Context: an optimization exercise on an open-source flow, tuned for small area, a short achievable clock period and few clock cycles per item. The choices shown serve that exercise and are no tape-out recipe.
Only simulation tests tie the RTL to the original design; equivalence was not proved.
Power figures rest on the tool's default switching activity, not on a simulated workload.

==> flow/design.v (excerpt) <==
module range_scan_object_segmenter_core (
   input  wire logic        clock,
   input  wire logic        reset,
   input  wire logic        req_tvalid,
   output logic             req_tready,
   input  wire logic [23:0] req_tdata,    
   input  wire logic        req_tuser,    
   input  wire logic        req_tlast,    
   output logic             rsp_tvalid,
   input  wire logic        rsp_tready,
   output logic [71:0]      rsp_tdata,
   output logic [1:0]       rsp_tuser,    
   output logic             rsp_tlast,    
   input  wire logic        csr_we,
   input  wire logic [1:0]  csr_index,
   input  wire logic [15:0] csr_wdata
);
   logic [15:0] thr_q;
   logic [7:0]  minw_q;
   logic [3:0]  lim_q;
   logic        thr_new;      
   wire wr_thr = csr_we && (csr_index == 2'd0);
   wire [3:0] lim_n = (csr_we && (csr_index == 2'd2)) ? csr_wdata[3:0] : lim_q;
   always_ff @(posedge clock) begin
      if (reset) begin
         thr_q  <= 16'd40;
         minw_q <= 8'd4;
         lim_q  <= 4'd8;
      end else if (csr_we) begin
         case (csr_index)
            2'd0: thr_q  <= csr_wdata;
            2'd1: minw_q <= csr_wdata[7:0];
            2'd2: lim_q  <= csr_wdata[3:0];
            default: ;
         endcase
      end
      thr_new <= !reset && wr_thr;
   end
   logic        rdy_q;
   logic        s1v, s1_first, s1_edge;
   logic [15:0] rng;
   logic [7:0]  ang;
   logic        st, en;
   wire acc = req_tvalid && rdy_q;
  ...
make LEC_CHECK=0 CAP_MARGIN=20 CORE_MARGIN=2 CORE_UTILIZATION=40 SETUP_SLACK_MARGIN=4.5 SLEW_MARGIN=20 SYNTH_MEMORY_MAX_BITS=8192 TNS_END_PERCENT=100 finish   # period 8.0 ns
run.sh (not shown) runs the stock make flow with config.mk's settings and CLKGATE_MAP_FILE= SYNTH_SCRIPT=/design/flow/synth_recipe.tcl, a recipe that flattens the netlist after the stock synthesis.
Testbench counts at the start, summed over its fixed seeds: cycles 26,163, words 24,000.
Then changed:
--- a/flow/design.v
+++ b/flow/design.v
@@ -333,15 +333,14 @@
    input  wire logic [15:0] csr_wdata
 );
    logic [15:0] thr_q;
    logic [7:0]  minw_q;
    logic [3:0]  lim_q;
    logic        thr_new;      
    wire wr_thr = csr_we && (csr_index == 2'd0);
-   wire [3:0] lim_n = (csr_we && (csr_index == 2'd2)) ? csr_wdata[3:0] : lim_q;
    always_ff @(posedge clock) begin
       if (reset) begin
          thr_q  <= 16'd40;
          minw_q <= 8'd4;
          lim_q  <= 4'd8;
       end else if (csr_we) begin
          case (csr_index)
@@ -364,23 +363,23 @@
    logic [8:0]  arc_q;        
    logic [15:0] pr_q;
    logic [23:0] sum_q;
    logic [7:0]  tal_q;
    logic [3:0]  found_q;
    logic        pend_q;       
    logic [3:0]  tcnt;         
-   logic [3:0]  cap_q;        
    wire       primed_e = primed_q && !st;
    wire       track_e  = track_q && !st;
    wire [3:0] found_e  = st ? 4'd0 : found_q;
    logic [17:0] lo_q;
    logic [16:0] hi_q;
    wire drop_c = !lo_q[17] && ({1'b0, rng} <= lo_q[16:0]);
    wire rise_c = {1'b0, rng} > hi_q;
-   wire cok_c  = !arc_q[8] && (arc_q[7:0] >= minw_q) && (found_q < cap_q);
+   wire [3:0] cap = (lim_q < 4'd8) ? lim_q : 4'd8;
+   wire cok_c  = !arc_q[8] && (arc_q[7:0] >= minw_q) && (found_q < cap);
    logic drop_l, rise_l, cok_l;
    wire edge_ok = s1_edge && !(s1_first && thr_new);
    wire drop = edge_ok  ? drop_c : drop_l;
    wire rise = edge_ok  ? rise_c : rise_l;
    wire cok  = s1_first ? cok_c  : cok_l;
    wire go = s1v && !pend_q && !tcnt[3] && !(s1_first && thr_new);
    wire do_start = primed_e && !track_e && drop;
@@ -389,15 +388,14 @@
    wire do_add   = primed_e && track_e && !rise && (tal_q != 8'hff);
    always_ff @(posedge clock) begin
       if (edge_ok) begin
          drop_l <= drop_c;
          rise_l <= rise_c;
       end
       if (s1_first) cok_l <= cok_c;
-      cap_q <= reset ? 4'd8 : (lim_n < 4'd8) ? lim_n : 4'd8;
    end
    always_ff @(posedge clock) begin
       if (reset) begin
          primed_q <= 1'b0;
          track_q  <= 1'b0;
          found_q  <= 4'd0;
       end else if (go) begin
@@ -518,27 +516,27 @@
       if (reset) begin
          wp_q  <= 2'd0;
          rp_q  <= 2'd0;
          tcnt  <= 4'd0;
          rdy_q <= 1'b0;
          s1v   <= 1'b0;
       end else begin
-         if (push) begin
-            tok_q[wp_q] <= ptok;
-            wp_q <= wp_q + 2'd1;
-         end
+         if (push) wp_q <= wp_q + 2'd1;
          if (pop) rp_q <= rp_q + 2'd1;
-         else if (pop_any) tok_q[rp_q] <= 2'd3;
          tcnt <= tcnt_n;
          rdy_q <= !pend_n && !tcnt_n[3] && !wr_thr;
          s1v   <= (s1v && !go) || acc;
       end
    end
    always_ff @(posedge clock) begin
-      if (acc) begin
+      if (!tcnt[3]) tok_q[wp_q] <= ptok;
+      if (pop_any && !pop) tok_q[rp_q] <= 2'd3;
+   end
+   always_ff @(posedge clock) begin
+      if (rdy_q) begin
          rng <= req_tdata[15:0];
          ang <= req_tdata[23:16];
          st  <= req_tuser;
          en  <= req_tlast;
       end
       s1_first <= acc;
       s1_edge  <= acc || (s1_first && thr_new);
Result:
- total power is lower by 0.89%
- worst hold slack improves by 0.013 ns
- final cell count is lower by 1.6%
- global-route usage is lower by 0.70 points
- routed wire length is lower by 3.2%
- sequential share of layout area is higher by 0.58 points
- clock power stays flat
- die area is lower by 1.3%
- non-clock buffer count is lower by 18
- sequential cell count is lower by 4
- utilization is lower by 0.32 points
- worst setup slack degrades by 0.020 ns
Testbench counts after the change, summed over its fixed seeds: cycles 26,163, words 24,000.

-- separate check: timing with driven ports --
The results above use ideal ports. As a check the final layouts listed here were re-extracted and re-timed, cells and wires unchanged. Step 1 sets driving cells, clkbuf_16 on the clock port and buf_2 on the other inputs (assumed; they add their load-dependent delay and slew). Step 2 moves the port delays by t, midway between the first and last clock arrival at a register: inputs arrive t later, outputs are due t later. That takes back most of the time a late clock gives input paths. Slacks: no drivers / after step 1 / after step 2; pairs: no drivers / after step 1.
run | t (ns) | slack for setup (ns) | pins driven straight from the clock port
the first run | 0.651 | 4.516 / 4.516 / 4.202 | 1
the second run | 0.637 | 4.496 / 4.496 / 4.288 | 1
After both steps every run listed still meets setup and hold. The setup slack of the first run, which loses most, moves by 0.000 ns with the drivers and by -0.314 ns with both steps.
